Context: an optimization exercise on an open-source flow, tuned for small area and few clock cycles per item. The choices shown serve that exercise and are no tape-out recipe.
Only simulation tests tie the RTL to the original design; equivalence was not proved.
Power and IR drop assume default switching activity.

==> flow/design.v (outline; a module is shown in full before it is edited, if it fits) <==
// module dot_fa: 10 lines
// module dot_aoi: 8 lines
// module dot_oai: 8 lines
// module dot_andn_pp: 7 lines
// module dot_bsel_pppn: 9 lines
// module dot_bsel_pppp: 9 lines
// module dot_bsign_ppp: 8 lines
// module dot_fc1_nn: 7 lines
// module dot_fs1_nn: 7 lines
// module dot_g_pn: 7 lines
// module dot_hc_nn: 7 lines
// module dot_nneg_ppp: 8 lines
// module dot_p_np: 7 lines
// module dot_xor_pn: 7 lines
// module dot_xor_pp: 7 lines
// module dot_top: 573 lines
module dot_top (
    input  logic        clk,
    input  logic        rst,
    input  dot_pkg::sample_vec_t a_data,
    input  logic        a_last,
    input  logic        a_valid,
    output logic        a_ready,
    input  dot_pkg::sample_vec_t b_data,
    input  logic        b_valid,
    output logic        b_ready,
    output dot_pkg::sum_t        out_data,
    output logic        out_last,
    output logic        out_valid,
    input  logic        out_ready
);
  // ...
==> flow/flow/run.sh <==
#!/bin/bash
# The standard layout (the standard.sh, all of it), with two changes:
# the port buffers are the smallest buffer cell, and before floorplanning
# every combinational cell is set to its smallest drive strength
# (flow/downsize.tcl); the flow's repair steps size cells up where timing
# needs it. Every tool's output is in standard.log here and in ORFS's own
# logs under orfs/logs.
set -e
export BUFFER_PORTS_ARGS="-buffer_cell sky130_fd_sc_hd__buf_1"
export PRE_FLOORPLAN_TCL="$PWD/flow/downsize.tcl"
export GLOBAL_PLACEMENT_ARGS="-keep_resize_below_overflow 0"
export CTS_ARGS="-sink_clustering_enable -repair_clock_nets -root_buf sky130_fd_sc_hd__clkbuf_8 -buf_list sky130_fd_sc_hd__clkbuf_8 -dont_use_dummy_load"
bash standard.sh > standard.log 2>&1
==> flow/flow/downsize.tcl <==
# Run before floorplanning (PRE_FLOORPLAN_TCL): put every combinational cell
# in the smallest drive strength of its footprint. Floorplanning's timing
# repair and the later repair steps size up again where timing needs it.
set db [ord::get_db]
set block [ord::get_db_block]
set dont_use [split $::env(DONT_USE_CELLS)]
set swapped 0
foreach inst [$block getInsts] {
  set m [$inst getMaster]
  if { [$m isSequential] } { continue }
  set name [$m getName]
  if { ![regexp {^(sky130_fd_sc_hd__[a-z0-9]+)_([0-9]+)$} $name -> base drive] } { continue }
  set best $m
  foreach d {0 1 2} {
    set cand [$db findMaster ${base}_$d]
    if { $cand eq "NULL" } { continue }
    if { [lsearch -exact $dont_use ${base}_$d] >= 0 } { continue }
    if { [$cand getWidth] < [$best getWidth] } { set best $cand }
  }
  if { $best ne $m } {
    $inst swapMaster $best
    incr swapped
  }
}
puts "downsize.tcl: swapped $swapped cells to a smaller drive strength"
==> flow/standard.sh <==
#!/bin/bash
# synth_recipe.tcl (not shown) runs the flow's synth.tcl, then flattens the netlist and writes it again
# the make line also repeats each setting of config.mk as NAME=value (left out here)
make -C /OpenROAD-flow-scripts/flow DESIGN_CONFIG=/design/flow/config.mk WORK_HOME=/design/flow/orfs CLKGATE_MAP_FILE= SYNTH_SCRIPT=/design/flow/synth_recipe.tcl "${@:-finish}"
==> flow/config.mk <==
export PLATFORM = sky130hd
export DESIGN_NAME = dot_top
export DESIGN_NICKNAME = dot_top
export VERILOG_FILES = /design/flow/design.v
export SDC_FILE = /design/flow/constraint.sdc
export NUM_CORES = 4
export LEC_CHECK = 0
export CAP_MARGIN = 20
export CORE_MARGIN = 2
export CORE_UTILIZATION = 60
export SLEW_MARGIN = 20
export SYNTH_HIERARCHICAL = 1
export SYNTH_MINIMUM_KEEP_SIZE = 0
==> flow/constraint.sdc <==
create_clock -name core_clock -period 5.5 [get_ports {clk}]
set_input_delay 1.1000 -clock core_clock [delete_from_list [all_inputs] [get_ports {clk}]]
set_output_delay 1.1000 -clock core_clock [all_outputs]
set_load 0.01 [all_outputs]
==> impl_results.md, run 1 <==
- Slew @ Worst Pin: 766 ps
- Hold Path Origin: out_valid$_SDFFE_PP0P_
- CTS Root Cell: clkbuf_8
- Remaining Overflow, GRT: 0
- Post-Route WL: 15900 um
- Design Power: 3880 uW
- Worst reg2reg path startpoint: out_valid$_SDFFE_PP0P_
- Sequential share of cell area: 11.4%
- Worst skew pair latency: 290 ps
- Starting DRT DRC Count: 350
- Seq pwr share: 16.1%
- CP delay by family, top: adder cells
- Core area: 0.0104 sq mm
- Global-route wire length before repair: 25500 um
- Worst hold margin: 544 ps
- Worst clock skew: 26.3 ps
- Run status: no timing/DRC/antenna violations
- Slew Limit Headroom: 48.9%
- Global routing's busiest layer: met2
- Reg clk slew, reported paths: 110 ps
- Buffers excl. clock: 87
- Initial Util: 62.3%
- Sw Share: 47.4%
- Critical Path Sink: r9_0$_DFFE_PP_
- Most used cell, CP: fa_1
- P_comb: 3140 uW
- Slowest stage cell, crit path: buf_1
- I/O pins: 88
- GPL Wtd Cong: 0.881
- Critical Path Start: b_data[25]
Testbench counts, summed over its fixed seeds: cycles 16,008, items 16,000.
==> inputs of run 2 (changes only) <==
--- a/flow/design.v
+++ b/flow/design.v
@@ -60,73 +60,87 @@
 module dot_bsign_ppp (
     input  logic a,
     input  logic b,
     input  logic c,
     output logic y
 );
     assign y = (a | b) & c;
 endmodule
-module dot_fc1_nn (
+module dot_fc1n_nn (
     input  logic a,
     input  logic b,
     output logic y
 );
-    assign y = ~a | ~b;
+    assign y = ~(~a | ~b);
 endmodule
-module dot_fs1_nn (
+module dot_fs1n_nn (
     input  logic a,
     input  logic b,
     output logic y
 );
-    assign y = ~(~a ^ ~b);
-endmodule
-module dot_g_pn (
-    input  logic a,
-    input  logic b,
-    output logic y
-);
-    assign y = a & ~b;
+    assign y = ~a ^ ~b;
 endmodule
 module dot_hc_nn (
     input  logic a,
     input  logic b,
     output logic y
 );
     assign y = ~a & ~b;
 endmodule
 module dot_nneg_ppp (
     input  logic a,
     input  logic b,
     input  logic c,
     output logic y
 );
     assign y = ~a | (b & c);
 endmodule
-module dot_p_np (
+module dot_pn_nn (
     input  logic a,
     input  logic b,
     output logic y
 );
-    assign y = ~a ^ b;
+    assign y = ~(~a ^ ~b);
+endmodule
+module dot_xc_nn (
+    input  logic a,
+    input  logic b,
+    output logic y
+);
+    assign y = ~(~a & ~b);
+endmodule
+module dot_xc_np (
+    input  logic a,
+    input  logic b,
+    output logic y
+);
+    assign y = ~(~a & b);
 endmodule
 module dot_xor_pn (
     input  logic a,
     input  logic b,
     output logic y
 );
     assign y = a ^ ~b;
 endmodule
 module dot_xor_pp (
     input  logic a,
     input  logic b,
     output logic y
 );
     assign y = a ^ b;
 endmodule
+module dot_xs_np (
+    input  logic a,
+    input  logic b,
+    output logic y
+);
+    assign y = ~a ^ b;
+endmodule
 `timescale 1ns/1ps
 module dot_top (
     input  logic        clk,
     input  logic        rst,
     input  dot_pkg::sample_vec_t a_data,
     input  logic        a_last,
     input  logic        a_valid,
     output logic        a_ready,
@@ -643,56 +657,56 @@
             r11_0 <= s577;
             r12_0 <= c578;
         end
     end
     dot_fa u444 (.a(r2_0), .b(r2_1), .ci(r2_2), .s(s579), .co(c580));
     dot_fa u445 (.a(r3_0), .b(r3_1), .ci(c580), .s(s581), .co(c582));
     dot_fa u446 (.a(r4_0), .b(r4_1), .ci(c582), .s(s583), .co(c584));
     dot_fa u447 (.a(r5_0), .b(r5_1), .ci(c584), .s(s585), .co(c586));
-    dot_fs1_nn u448 (.a(r6_0), .b(r6_1), .y(s587));
-    dot_fc1_nn u449 (.a(r6_0), .b(r6_1), .y(c588));
-    dot_fs1_nn u450 (.a(r7_0), .b(r7_1), .y(s589));
-    dot_fc1_nn u451 (.a(r7_0), .b(r7_1), .y(c590));
-    dot_fa u452 (.a(~r7_2), .b(c588), .ci(s589), .s(s591), .co(c592));
-    dot_fa u453 (.a(r8_0), .b(r8_1), .ci(~c590), .s(s593), .co(c594));
-    dot_fs1_nn u454 (.a(r9_0), .b(c594), .y(s595));
-    dot_fc1_nn u455 (.a(r9_0), .b(c594), .y(c596));
+    dot_fs1n_nn u448 (.a(r6_0), .b(r6_1), .y(s587));
+    dot_fc1n_nn u449 (.a(r6_0), .b(r6_1), .y(c588));
+    dot_fs1n_nn u450 (.a(r7_0), .b(r7_1), .y(s589));
+    dot_fc1n_nn u451 (.a(r7_0), .b(r7_1), .y(c590));
+    dot_fa u452 (.a(r7_2), .b(c588), .ci(s589), .s(s591), .co(c592));
+    dot_fa u453 (.a(r8_0), .b(r8_1), .ci(c590), .s(s593), .co(c594));
+    dot_fs1n_nn u454 (.a(r9_0), .b(c594), .y(s595));
+    dot_fc1n_nn u455 (.a(r9_0), .b(c594), .y(c596));
     dot_fa u456 (.a(r10_0), .b(r10_1), .ci(r10_2), .s(s597), .co(c598));
-    dot_fs1_nn u457 (.a(r11_0), .b(c598), .y(s599));
-    dot_fc1_nn u458 (.a(r11_0), .b(c598), .y(c600));
+    dot_fs1n_nn u457 (.a(r11_0), .b(c598), .y(s599));
+    dot_fc1n_nn u458 (.a(r11_0), .b(c598), .y(c600));
     assign o601 = ~r0_0 ^ ~r0_1;
     dot_hc_nn u459 (.a(r0_0), .b(r0_1), .y(q602));
-    assign o603 = ~r1_0 ^ q602;
-    assign q604 = ~r1_0 & q602;
-    assign o605 = ~s579 ^ q604;
-    assign q606 = ~s579 & q604;
-    assign o607 = ~s581 ^ q606;
-    assign q608 = ~s581 & q606;
-    assign o609 = ~s583 ^ q608;
-    assign q610 = ~s583 & q608;
-    assign o611 = ~s585 ^ q610;
-    assign q612 = ~s585 & q610;
-    dot_p_np u460 (.a(c586), .b(s587), .y(p613));
+    dot_xs_np u460 (.a(r1_0), .b(q602), .y(o603));
+    dot_xc_np u461 (.a(r1_0), .b(q602), .y(q604));
+    dot_fs1n_nn u462 (.a(s579), .b(q604), .y(o605));
+    dot_xc_nn u463 (.a(s579), .b(q604), .y(q606));
+    dot_fs1n_nn u464 (.a(s581), .b(q606), .y(o607));
+    dot_xc_nn u465 (.a(s581), .b(q606), .y(q608));
+    dot_fs1n_nn u466 (.a(s583), .b(q608), .y(o609));
+    dot_xc_nn u467 (.a(s583), .b(q608), .y(q610));
+    dot_fs1n_nn u468 (.a(s585), .b(q610), .y(o611));
+    dot_xc_nn u469 (.a(s585), .b(q610), .y(q612));
+    dot_pn_nn u470 (.a(c586), .b(s587), .y(p613));
     assign o614 = p613 ^ q612;
-    dot_andn_pp u461 (.a(c586), .b(s587), .y(g615));
-    dot_aoi u462 (.g(g615), .p(p613), .c(q612), .y(q616));
-    assign o617 = s591 ^ ~q616;
-    assign q618 = s591 & ~q616;
-    dot_xor_pn u463 (.a(c592), .b(s593), .y(p619));
+    dot_xc_nn u471 (.a(c586), .b(s587), .y(g615));
+    dot_oai u472 (.gn(g615), .pn(p613), .cn(q612), .y(q616));
+    dot_xs_np u473 (.a(s591), .b(q616), .y(o617));
+    dot_xc_np u474 (.a(s591), .b(q616), .y(q618));
+    dot_pn_nn u475 (.a(c592), .b(s593), .y(p619));
     assign o620 = p619 ^ q618;
-    dot_g_pn u464 (.a(c592), .b(s593), .y(g621));
-    dot_aoi u465 (.g(g621), .p(p619), .c(q618), .y(q622));
-    assign o623 = s595 ^ ~q622;
-    assign q624 = s595 & ~q622;
-    dot_xor_pn u466 (.a(c596), .b(s597), .y(p625));
+    dot_xc_nn u476 (.a(c592), .b(s593), .y(g621));
+    dot_oai u477 (.gn(g621), .pn(p619), .cn(q618), .y(q622));
+    dot_xs_np u478 (.a(s595), .b(q622), .y(o623));
+    dot_xc_np u479 (.a(s595), .b(q622), .y(q624));
+    dot_pn_nn u480 (.a(c596), .b(s597), .y(p625));
     assign o626 = p625 ^ q624;
-    dot_g_pn u467 (.a(c596), .b(s597), .y(g627));
-    dot_aoi u468 (.g(g627), .p(p625), .c(q624), .y(q628));
-    assign o629 = s599 ^ ~q628;
-    assign q630 = s599 & ~q628;
-    dot_p_np u469 (.a(r12_0), .b(c600), .y(p631));
+    dot_xc_nn u481 (.a(c596), .b(s597), .y(g627));
+    dot_oai u482 (.gn(g627), .pn(p625), .cn(q624), .y(q628));
+    dot_xs_np u483 (.a(s599), .b(q628), .y(o629));
+    dot_xc_np u484 (.a(s599), .b(q628), .y(q630));
+    dot_pn_nn u485 (.a(r12_0), .b(c600), .y(p631));
     assign o632 = p631 ^ q630;
-    dot_andn_pp u470 (.a(r12_0), .b(c600), .y(g633));
-    dot_aoi u471 (.g(g633), .p(p631), .c(q630), .y(q634));
-    assign o635 = ~~q634;
+    dot_xc_nn u486 (.a(r12_0), .b(c600), .y(g633));
+    dot_oai u487 (.gn(g633), .pn(p631), .cn(q630), .y(q634));
+    assign o635 = ~q634;
     assign out_data = {o635, o632, o629, o626, o623, o620, o617, o614, o611, o609, o607, o605, o603, o601};
 endmodule
==> flow/config.mk (replaced) <==
export PLATFORM = sky130hd
export DESIGN_NAME = dot_top
export DESIGN_NICKNAME = dot_top
export VERILOG_FILES = /design/flow/design.v
export SDC_FILE = /design/flow/constraint.sdc
export NUM_CORES = 4
export LEC_CHECK = 0
export CAP_MARGIN = 20
export CORE_MARGIN = 2
export CORE_UTILIZATION = 75
export SLEW_MARGIN = 20
export SYNTH_HIERARCHICAL = 1
export SYNTH_MINIMUM_KEEP_SIZE = 0
==> impl_results.md, run 2 <==
- Run status: no timing/DRC/antenna violations (unchanged)
- CTS tree: built (unchanged)
- Final Hold Violating Endpoints: 0 (unchanged)
- Worst hold margin: 548 ps (was 544 ps)
- Area occupied by multi-input gates: 0.00559 sq mm (about the same)
- Net Count, Synth: 756 (was 765)
- Largest net degree at the start of global routing: 27 (unchanged)
- Worst path max stage delay: 620 ps (was 560 ps)
- Bufs and invs on worst path: 1 (unchanged)
- Placed Area: 0.00686 sq mm (was 0.00690 sq mm)
- GPL Wtd Cong: 0.984 (was 0.881)
- Worst clock skew: 6.03 ps (was 26.3 ps)
- Slowest stage cell, crit path: xor2_1 (was buf_1)
- Router iterations before antenna repair: 11 (was 5)
- CTS Root Cell: clkbuf_8 (unchanged)
- Power Density: 592 mW/mm^2 (was 553 mW/mm^2)
- Crit share post-route: 96.7% (was 96.4%)
- Most common cell after layout, fill and taps aside: a22oi_1 (unchanged)
- Starting DRT DRC Count: 407 (was 350)
- Vias: 4986 (was 4739)
- Final-stage net count: 834 (was 843)
- MaxCap Viol Count: 0 (unchanged)
- Core area: 0.00830 sq mm (was 0.0104 sq mm)
- Die width: 96.8 um (was 108 um)
- Hold crit path type: flip-flop to flip-flop (unchanged)
- Max-slew violations: 0 (unchanged)
- Post-CTS Hold Fix Bufs: 0 (unchanged)
- Share of post-route cells with drive strength above 1: 2.04% (was 3.61%)
- Design area: 0.00694 sq mm (was 0.00701 sq mm)
- Crit-path max FO: 13 (unchanged)
- Initial antenna violation count: 0 (unchanged)
- Routed Antenna Nets: 0 (unchanged)
- Reg clk slew, reported paths: 80 ps (was 110 ps)
- RSZ-0062 raised after global routing: no
- Remaining DRCs: 0 (unchanged)
- Leak: 0.00227 uW (was 0.00238 uW)
- Die Y: 96.8 um (was 108 um)
- Remaining Overflow, GRT: 0 (unchanged)
- Max IR drop VDD: 0.000381 V (was 0.000580 V)
- Global-route wire length before repair: 25900 um (was 25500 um)
- Max clock buf depth: 2 (unchanged)
- Dpl hpwl: 13900 um (about the same)
- Num rows: 33 (was 37)
- Initial Util: 77.8% (was 62.3%)
- Antenna cell count: 0 (unchanged)
- CTS Buf Count: 3 (unchanged)
- Ys Warns: 7 (unchanged)
- Clock sink total: 27 (unchanged)
- Gr usage total: 35.8% (was 29.3%)
- Vias in the first global route: 5240 (was 4864)
- Design Power: 4110 uW (was 3880 uW)
- Commonest cells after routing, fill and taps aside: a22oi_1 (128), fa_1 (126), xnor2_1 (104), buf_1 (83), xor2_1 (64) (was a22oi_1 (128), fa_1 (124), xnor2_1 (104), buf_1 (82), xor2_1 (56))
- Fmax: 0.188 GHz (was 0.189 GHz)
- IO buf count: 87 (unchanged)
- Routed len/inst: 21.7 um (was 20.5 um)
- Slew @ Worst Pin: 746 ps (was 766 ps)
- CP delay by family, top: adder cells (unchanged)
- Post-synthesis cell count: 560 (was 561)
- CP endpoint kind: flip-flop (unchanged)
- Most used cell, CP: fa_1 (unchanged)
- Reg area: 801 sq um (unchanged)
- I/O pins: 88 (unchanged)
- Setup bufs post-CTS: 0 (unchanged)
- WS Path Type: input pin to flip-flop (unchanged)
- Min Tclk post-route: 5320 ps (was 5300 ps)
- Slew Limit Headroom: 50.1% (was 48.9%)
- Vias/cell: 6.73 (was 6.13)
- Cell breakdown of the critical path: buf_2, xor2_1, nor2b_1, a22oi_1, fa_1, fa_1, fa_1, fa_1, fa_1, fa_1 (was buf_1, a21bo_1, xnor2_1, a22oi_1, fa_1, fa_1, fa_1, fa_1, fa_1, fa_1)
- Worst EP arrival: 5330 ps (was 5310 ps)
- Critical Path Start Type: input pin (unchanged)
- Filler cell count: 482 (was 838)
- Die Area: 0.00936 sq mm (was 0.0116 sq mm)
- Required time of the critical path: 5510 ps (about the same)
- H-tree depth: 1 (unchanged)
- # setup viols final: 0 (unchanged)
- Worst skew pair latency: 270 ps (was 290 ps)
- Post-Route WL: 16100 um (was 15900 um)
[run 2: area by class of cell]
| type | count | area share, % |
|---|---|---|
| Inverter | 13 | 0.703 |
| Timing Repair Buffer | 87 | 4.77 |
| Tap cell | 105 | 1.89 |
| Sequential cell | 27 | 11.5 |
| Clock buffer | 3 | 0.595 |
| Multi-Input combinational cell | 506 | 80.5 |
[run 2: layer usage]
metal | part of all wire [%] | global-route usage (%)
met5 | 0 | 0
met4 | 5.9 | 17.9
met3 | 7.9 | 5.56
met2 | 50 | 61.1
met1 | 36 | 44.8
[run 2: worst paths after layout]
kind,cells after the start,slack [ps],end,start
worst max-delay path,10,180,r5_1$_DFFE_PP_,b_data[17]
worst min register to register,2,550,out_valid$_SDFFE_PP0P_,out_valid$_SDFFE_PP0P_
worst min-delay path,2,550,out_valid$_SDFFE_PP0P_,out_valid$_SDFFE_PP0P_
worst max register to register,2,4130,r5_1$_DFFE_PP_,out_valid$_SDFFE_PP0P_
[run 2: worst min-delay path, cell delays in order, from the launching register on]
cell and delay [ps]:
dfxtp_1 310, nand2b_1 120, a21oi_1 80
[run 2: per-stage QoR]
step | setup WS [ps] | std cells | utilization, % | TNS, ps
after floorplan | 606 | 560 | - | 0
after global placement | -236 | 738 | 82.6 | -1360
after detailed placement | -382 | 738 | 82.6 | -3200
after CTS | 16.7 | 741 | 83.4 | 0
after global routing | 40.7 | 741 | 83.7 | 0
final | 182 | 741 | 83.7 | 0
[run 2: power by group]
part,internal (uW),total (uW),leakage [uW],switching (uW)
clock network,49.1,107,0.0000216,57.8
registers,575,625,0.000250,49.7
logic,1540,3380,0.00200,1840
total,2160,4110,0.00227,1950
[run 2: repair_timing]
| item | CTS | global route |
|---|---|---|
| endpoints found under the hold margin | 0 | 0 |
| setup endpoints to repair | 5 | 10 |
| resized for setup | 4 | 5 |
Testbench counts of run 2, summed over its fixed seeds: cycles 16,008, items 16,000.
==> inputs of run 3 (changes only) <==
--- a/flow/config.mk
+++ b/flow/config.mk
@@ -7,7 +7,7 @@
 export LEC_CHECK = 0
 export CAP_MARGIN = 20
 export CORE_MARGIN = 2
-export CORE_UTILIZATION = 75
+export CORE_UTILIZATION = 60
 export SLEW_MARGIN = 20
 export SYNTH_HIERARCHICAL = 1
 export SYNTH_MINIMUM_KEEP_SIZE = 0
==> impl_results.md, run 3 <==
- CTS Buf Count: 3 (unchanged)
- Design Power: 3990 uW (was 4110 uW)
- I/O pins: 88 (unchanged)
- Worst clock skew: 10.7 ps (was 6.03 ps)
- Filler cell count: 831 (was 482)
- Starting DRT DRC Count: 261 (was 407)
- Cell breakdown of the critical path: buf_1, xor2_1, nor2b_1, a22oi_1, fa_1, fa_1, fa_1, fa_1, fa_1, fa_1 (was buf_2, xor2_1, nor2b_1, a22oi_1, fa_1, fa_1, fa_1, fa_1, fa_1, fa_1)
- Max-slew violations: 0 (unchanged)
- Post-synthesis cell count: 560 (unchanged)
- Fin util: 67.3% (was 83.7%)
- Gr usage total: 27.3% (was 35.8%)
- Clock sink total: 27 (unchanged)
- Antenna cell count: 0 (unchanged)
- Logic pwr share: 81.9% (was 82.2%)
- Routed len/inst: 19.6 um (was 21.7 um)
- Required time of the critical path: 5510 ps (about the same)
- Vias in the first global route: 4572 (was 5240)
- Worst hold margin: 537 ps (was 548 ps)
- # setup viols final: 0 (unchanged)
- Largest net degree at the start of global routing: 27 (unchanged)
- Pre-CTS setup slack: -376 ps (was -382 ps)
- Vias: 4614 (was 4986)
- CTS tree: built (unchanged)
- Most used cell, CP: fa_1 (unchanged)
- Post-Route WL: 15200 um (was 16100 um)
- CTS Root Cell: clkbuf_8 (unchanged)
- Crit share post-route: 95.7% (was 96.7%)
- Global-route wire length before repair: 23600 um (was 25900 um)
- GPL Wtd Cong: 0.904 (was 0.984)
- Max IR drop VDD: 0.000507 V (was 0.000381 V)
- Commonest cells after routing, fill and taps aside: a22oi_1 (128), fa_1 (126), xnor2_1 (104), buf_1 (83), xor2_1 (64) (unchanged)
- Setup ws final: 234 ps (was 182 ps)
- Post-CTS Hold Fix Bufs: 0 (unchanged)
- Core area: 0.0104 sq mm (was 0.00830 sq mm)
- Critical Path Start Type: input pin (unchanged)
- Final Hold Violating Endpoints: 0 (unchanged)
- Net Count, Synth: 756 (unchanged)
- Setup bufs post-CTS: 0 (unchanged)
- Int Power: 2120 uW (was 2160 uW)
- Fmax: 0.190 GHz (was 0.188 GHz)
- Hold crit path type: flip-flop to flip-flop (unchanged)
- Remaining DRCs: 0 (unchanged)
- Die Y: 108 um (was 96.8 um)
- Crit-path max FO: 10 (was 13)
- MaxCap Viol Count: 0 (unchanged)
- Power share of the clock group: 2.5% (was 2.6%)
- Worst skew pair latency: 260 ps (was 270 ps)
- Dpl hpwl: 13500 um (was 13900 um)
- Run status: no timing/DRC/antenna violations (unchanged)
- Worst EP arrival: 5280 ps (was 5330 ps)
- Most common cell after layout, fill and taps aside: a22oi_1 (unchanged)
- Slew @ Worst Pin: 737 ps (was 746 ps)
- H-tree depth: 1 (unchanged)
- Seq pwr share: 15.6% (was 15.2%)
- Switching pwr: 1870 uW (was 1950 uW)
- Slew Limit Headroom: 50.8% (was 50.1%)
- Slowest stage cell, crit path: xor2_1 (unchanged)
- Ys Warns: 7 (unchanged)
- Max clock buf depth: 2 (unchanged)
- Min Tclk post-route: 5270 ps (was 5320 ps)
- IO buf count: 87 (unchanged)
- Reg clk slew, reported paths: 80 ps (about the same)
- Power Density: 571 mW/mm^2 (was 592 mW/mm^2)
- Num rows: 37 (was 33)
- RSZ-0062 raised after global routing: no (unchanged)
- Remaining Overflow, GRT: 0 (unchanged)
- Worst path max stage delay: 570 ps (was 620 ps)
- Initial antenna violation count: 0 (unchanged)
- Leak: 0.00227 uW (about the same)
- Die width: 108 um (was 96.8 um)
- Die Area: 0.0116 sq mm (was 0.00936 sq mm)
- Routed Antenna Nets: 0 (unchanged)
- Sw Share: 46.9% (was 47.5%)
- Final-stage net count: 834 (unchanged)
- WS Path Type: input pin to flip-flop (unchanged)
- Router iterations before antenna repair: 8 (was 11)
- Vias/cell: 5.98 (was 6.73)
- CP endpoint kind: flip-flop (unchanged)
- Initial Util: 62.2% (was 77.8%)
- Share of post-route cells with drive strength above 1: 2.04% (unchanged)
run 3: cell counts in the layout (fill, tap and decap cells not counted):
Identical to the previous run, type by type.
run 3: path summary, 6_finish.rpt:
check                                             from                endpoint  slack, ps  cells past startpoint
worst min register to register  out_valid$_SDFFE_PP0P_  out_valid$_SDFFE_PP0P_        540                      2
worst min-delay path            out_valid$_SDFFE_PP0P_  out_valid$_SDFFE_PP0P_        540                      2
worst max register to register  out_valid$_SDFFE_PP0P_          r5_0$_DFFE_PP_       4150                      2
worst max-delay path                        b_data[13]          r5_1$_DFFE_PP_        230                     10
run 3: area by class of cell:
type	instances	area [sq um]	share of cell area [%]
Clock buffer	3	41.3	0.591
Sequential cell	27	801	11.5
Inverter	13	48.8	0.699
Multi-Input combinational cell	506	5590	80.1
Tap cell	136	170	2.44
Timing Repair Buffer	87	332	4.75
run 3: critical path, delay by kind of cell:
family | cells | cell delay, ps
adders and majority gates | 6 | 2770
xor gates and xnor gates | 1 | 570
buffers and inverters | 1 | 190
and+or+nand+nor | 1 | 290
AOI/OAI and AO/OA | 1 | 360
run 3: power by group through the flow:
stage               combinational [uW]  clock (uW)  sequential, uW
floorplan                         2380           0             620
global placement                  3190           0             627
detailed placement                3270           0             629
CTS                               3270         103             624
global route                      3710         108             635
finish                            3270        98.2             622
run 3: metrics by stage:
step                      area, sq um  cells  TNS [ps]
after floorplan                  6450    560         0
after CTS                        6970    772         0
after global placement           6900    769     -1820
after detailed placement         6900    769     -3110
after global routing             6980    772         0
final                            6980    772         0
run 3: timing repair:
action,4_1_cts,5_1_grt
setup endpoints to repair,7,10
gates cloned,0,0
resized for setup,5,4
run 3: routing by layer:
layer	global-route usage (%)	wire [um]	vias up
li1	-	-	2145
met1	36.8	6500	2298
met2	46.5	7440	147
met3	3.81	810	24
met4	7.78	402	0
met5	0	0	-
==> inputs of run 4 (changes only) <==
--- a/flow/flow/run.sh
+++ b/flow/flow/run.sh
@@ -9,5 +9,5 @@
 export BUFFER_PORTS_ARGS="-buffer_cell sky130_fd_sc_hd__buf_1"
 export PRE_FLOORPLAN_TCL="$PWD/flow/downsize.tcl"
 export GLOBAL_PLACEMENT_ARGS="-keep_resize_below_overflow 0"
-export CTS_ARGS="-sink_clustering_enable -repair_clock_nets -root_buf sky130_fd_sc_hd__clkbuf_8 -buf_list sky130_fd_sc_hd__clkbuf_8 -dont_use_dummy_load"
+export CTS_ARGS="-sink_clustering_enable -repair_clock_nets -root_buf sky130_fd_sc_hd__clkbuf_8 -buf_list sky130_fd_sc_hd__clkbuf_4 -dont_use_dummy_load"
 bash standard.sh > standard.log 2>&1
==> impl_results.md, run 4 <==
- Hold Path Origin: out_valid$_SDFFE_PP0P_ (unchanged)
- Starting DRT DRC Count: 261 (unchanged)
- Most used cell, CP: fa_1 (unchanged)
- Ys Warns: 7 (unchanged)
- Most common cell after layout, fill and taps aside: a22oi_1 (unchanged)
- Vias: 4614 (unchanged)
- Critical Path Start Type: input pin (unchanged)
- Worst skew pair latency: 260 ps (about the same)
- Cell breakdown of the critical path: buf_1, xor2_1, nor2b_1, a22oi_1, fa_1, fa_1, fa_1, fa_1, fa_1, fa_1 (unchanged)
- Remaining Overflow, GRT: 0 (unchanged)
- Global-route wire length before repair: 23600 um (unchanged)
- Crit-path max FO: 10 (unchanged)
- Net Count, Synth: 756 (unchanged)
- Initial antenna violation count: 0 (unchanged)
- Design area: 0.00698 sq mm (unchanged)
- Vias/cell: 5.98 (unchanged)
- Max-slew violations: 0 (unchanged)
- Required time of the critical path: 5510 ps (about the same)
- WL met1: 6500 um (unchanged)
- CTS Buf Count: 3 (unchanged)
- Die width: 108 um (unchanged)
- Num rows: 37 (unchanged)
- Die Area: 0.0116 sq mm (unchanged)
- Router iterations before antenna repair: 8 (unchanged)
- Share of post-route cells with drive strength above 1: 2.04% (unchanged)
- Remaining DRCs: 0 (unchanged)
- H-tree depth: 1 (unchanged)
- Min Tclk post-route: 5270 ps (unchanged)
- MaxCap Viol Count: 0 (unchanged)
- Bufs and invs on worst path: 1 (unchanged)
- Max IR drop VDD: 0.000507 V (unchanged)
- Crit. path cell count: 10 (unchanged)
- Clock sink total: 27 (unchanged)
- Final-stage net count: 834 (unchanged)
- CTS Root Cell: clkbuf_8 (unchanged)
- GPL Wtd Cong: 0.904 (unchanged)
- Die Y: 108 um (unchanged)
- Placed Area: 0.00690 sq mm (unchanged)
- CP endpoint kind: flip-flop (unchanged)
- Post-Route WL: 15200 um (unchanged)
- Core area: 0.0104 sq mm (unchanged)
- Final Hold Violating Endpoints: 0 (unchanged)
- Hold crit path type: flip-flop to flip-flop (unchanged)
- Largest net degree at the start of global routing: 27 (unchanged)
- DR top layer: met4 (unchanged)
- Critical Path Start: b_data[13] (unchanged)
- Reg clk slew, reported paths: 80 ps (about the same)
- RSZ-0062 raised after global routing: no (unchanged)
- Max clock buf depth: 2 (unchanged)
- Cell Count, Final, Fillers Out: 772 (unchanged)
- Vias in the first global route: 4572 (unchanged)
- Cell depth of the worst flop-to-flop path: 2 (unchanged)
- Filler cell count: 831 (unchanged)
- I/O pins: 88 (unchanged)
- Post-synthesis cell count: 560 (unchanged)
- Dpl hpwl: 13500 um (unchanged)
- Worst hold margin: 537 ps (unchanged)
- Commonest cells after routing, fill and taps aside: a22oi_1 (128), fa_1 (126), xnor2_1 (104), buf_1 (83), xor2_1 (64) (unchanged)
- Crit share post-route: 95.7% (unchanged)
- Final setup TNS: 0 ps (unchanged)
- Post-CTS Hold Fix Bufs: 0 (unchanged)
- CTS tree: built (unchanged)
- Setup bufs post-CTS: 0 (unchanged)
- Run status: no timing/DRC/antenna violations (unchanged)
- Initial Util: 62.2% (unchanged)
- Slew @ Worst Pin: 737 ps (unchanged)
- Gr usage total: 27.3% (unchanged)
- Fmax: 0.190 GHz (unchanged)
- Cells after DPL: 769 (unchanged)
- Worst clock skew: 10.7 ps (unchanged)
- IO buf count: 87 (unchanged)
- Power Density: 571 mW/mm^2 (unchanged)
- Fin util: 67.3% (unchanged)
- WS Path Type: input pin to flip-flop (unchanged)
- Slowest stage cell, crit path: xor2_1 (unchanged)
- CP delay by family, top: adder cells (unchanged)
- Slew Limit Headroom: 50.8% (unchanged)
- Leak: 0.00227 uW (unchanged)
- Worst reg2reg path startpoint: out_valid$_SDFFE_PP0P_ (unchanged)
- # setup viols final: 0 (unchanged)
- Hold depth: 2 (unchanged)
- Routed Antenna Nets: 0 (unchanged)
- WL met3: 810 um (unchanged)
- Worst path max stage delay: 570 ps (about the same)
- Antenna cell count: 0 (unchanged)
- Routed len/inst: 19.6 um (unchanged)
- Routed wl met2: 7440 um (unchanged)
- Worst EP arrival: 5280 ps (about the same)
## run 4: cell counts in the layout (fill, tap and decap cells not counted)
Identical to the previous run, type by type.
## run 4: what timing repair did
item,4_1_cts,5_1_grt
resized for setup,5,4
endpoints found under the hold margin,0,0
setup endpoints to repair,7,10
## run 4: path summary, 6_finish.rpt
| path | slack, ps | to |
|---|---|---|
| setup / recovery | 230 | r5_1$_DFFE_PP_ |
| hold / removal | 540 | out_valid$_SDFFE_PP0P_ |
| setup reg to reg | 4150 | r5_0$_DFFE_PP_ |
| hold reg to reg | 540 | out_valid$_SDFFE_PP0P_ |
## run 4: cell type report
class                           instances  area [sq um]  share of cell area [%]
Clock buffer                            3          41.3                   0.591
Inverter                               13          48.8                   0.699
Tap cell                              136           170                    2.44
Timing Repair Buffer                   87           332                    4.75
Sequential cell                        27           801                    11.5
Multi-Input combinational cell        506          5590                    80.1
## run 4: where the power goes
group | internal, uW | switching (uW) | total (uW)
combinational | 1490 | 1770 | 3270
clock | 48.8 | 49.4 | 98.2
sequential | 575 | 47.0 | 622
## run 4: metal layers
| metal | vias to the layer above | global-route usage, % |
|---|---|---|
| met1 | 2298 | 36.8 |
| met3 | 24 | 3.81 |
| met5 | - | 0 |
| li1 | 2145 | - |
| met4 | 0 | 7.78 |
| met2 | 147 | 46.5 |
## run 4: worst register-to-register path: stages, from the launching register on
cell and delay (ps):
dfxtp_1 310, nand2b_1 110, and3_2 560
## run 4: stage by stage
stage / setup WS (ps) / total power, uW
2_1_floorplan: 606 / 3000
3_3_place_gp: -286 / 3810
3_5_place_dp: -376 / 3900
4_1_cts: 63.8 / 4000
5_1_grt: 73.5 / 4460
6_report: 234 / 3990

separate check: timing with driven ports:
No port has a modelled driver above. Below, the same layouts with a new extraction and two added sets of constraints.
Step 1 assumes that a clkbuf_16 drives the clock port and a buf_2 every other input.
Step 2 moves the port delays by t, midway between the first and last clock arrival at a register: inputs arrive t later, outputs are due t later. That takes back most of the time a late clock gives input paths.
Three values: ideal ports, drivers, drivers and shift; two values: the first two.
run	t, ns	setup slack, ns	worst slew at a driven data input, ns	cell pins on the clock port's net
run 1	0.306	0.201 / 0.194 / -0.103	0.04	1
run 2	0.298	0.182 / 0.191 / -0.107	0.05	1
run 3	0.282	0.234 / 0.241 / -0.041	0.04	1
run 4	0.282	0.234 / 0.241 / -0.041	0.04	1
With both steps, setup timing fails in every run listed, where it was met with ideal ports. The setup slack of run 1, which loses most, moves by -0.007 ns with the drivers and by -0.304 ns with both steps.
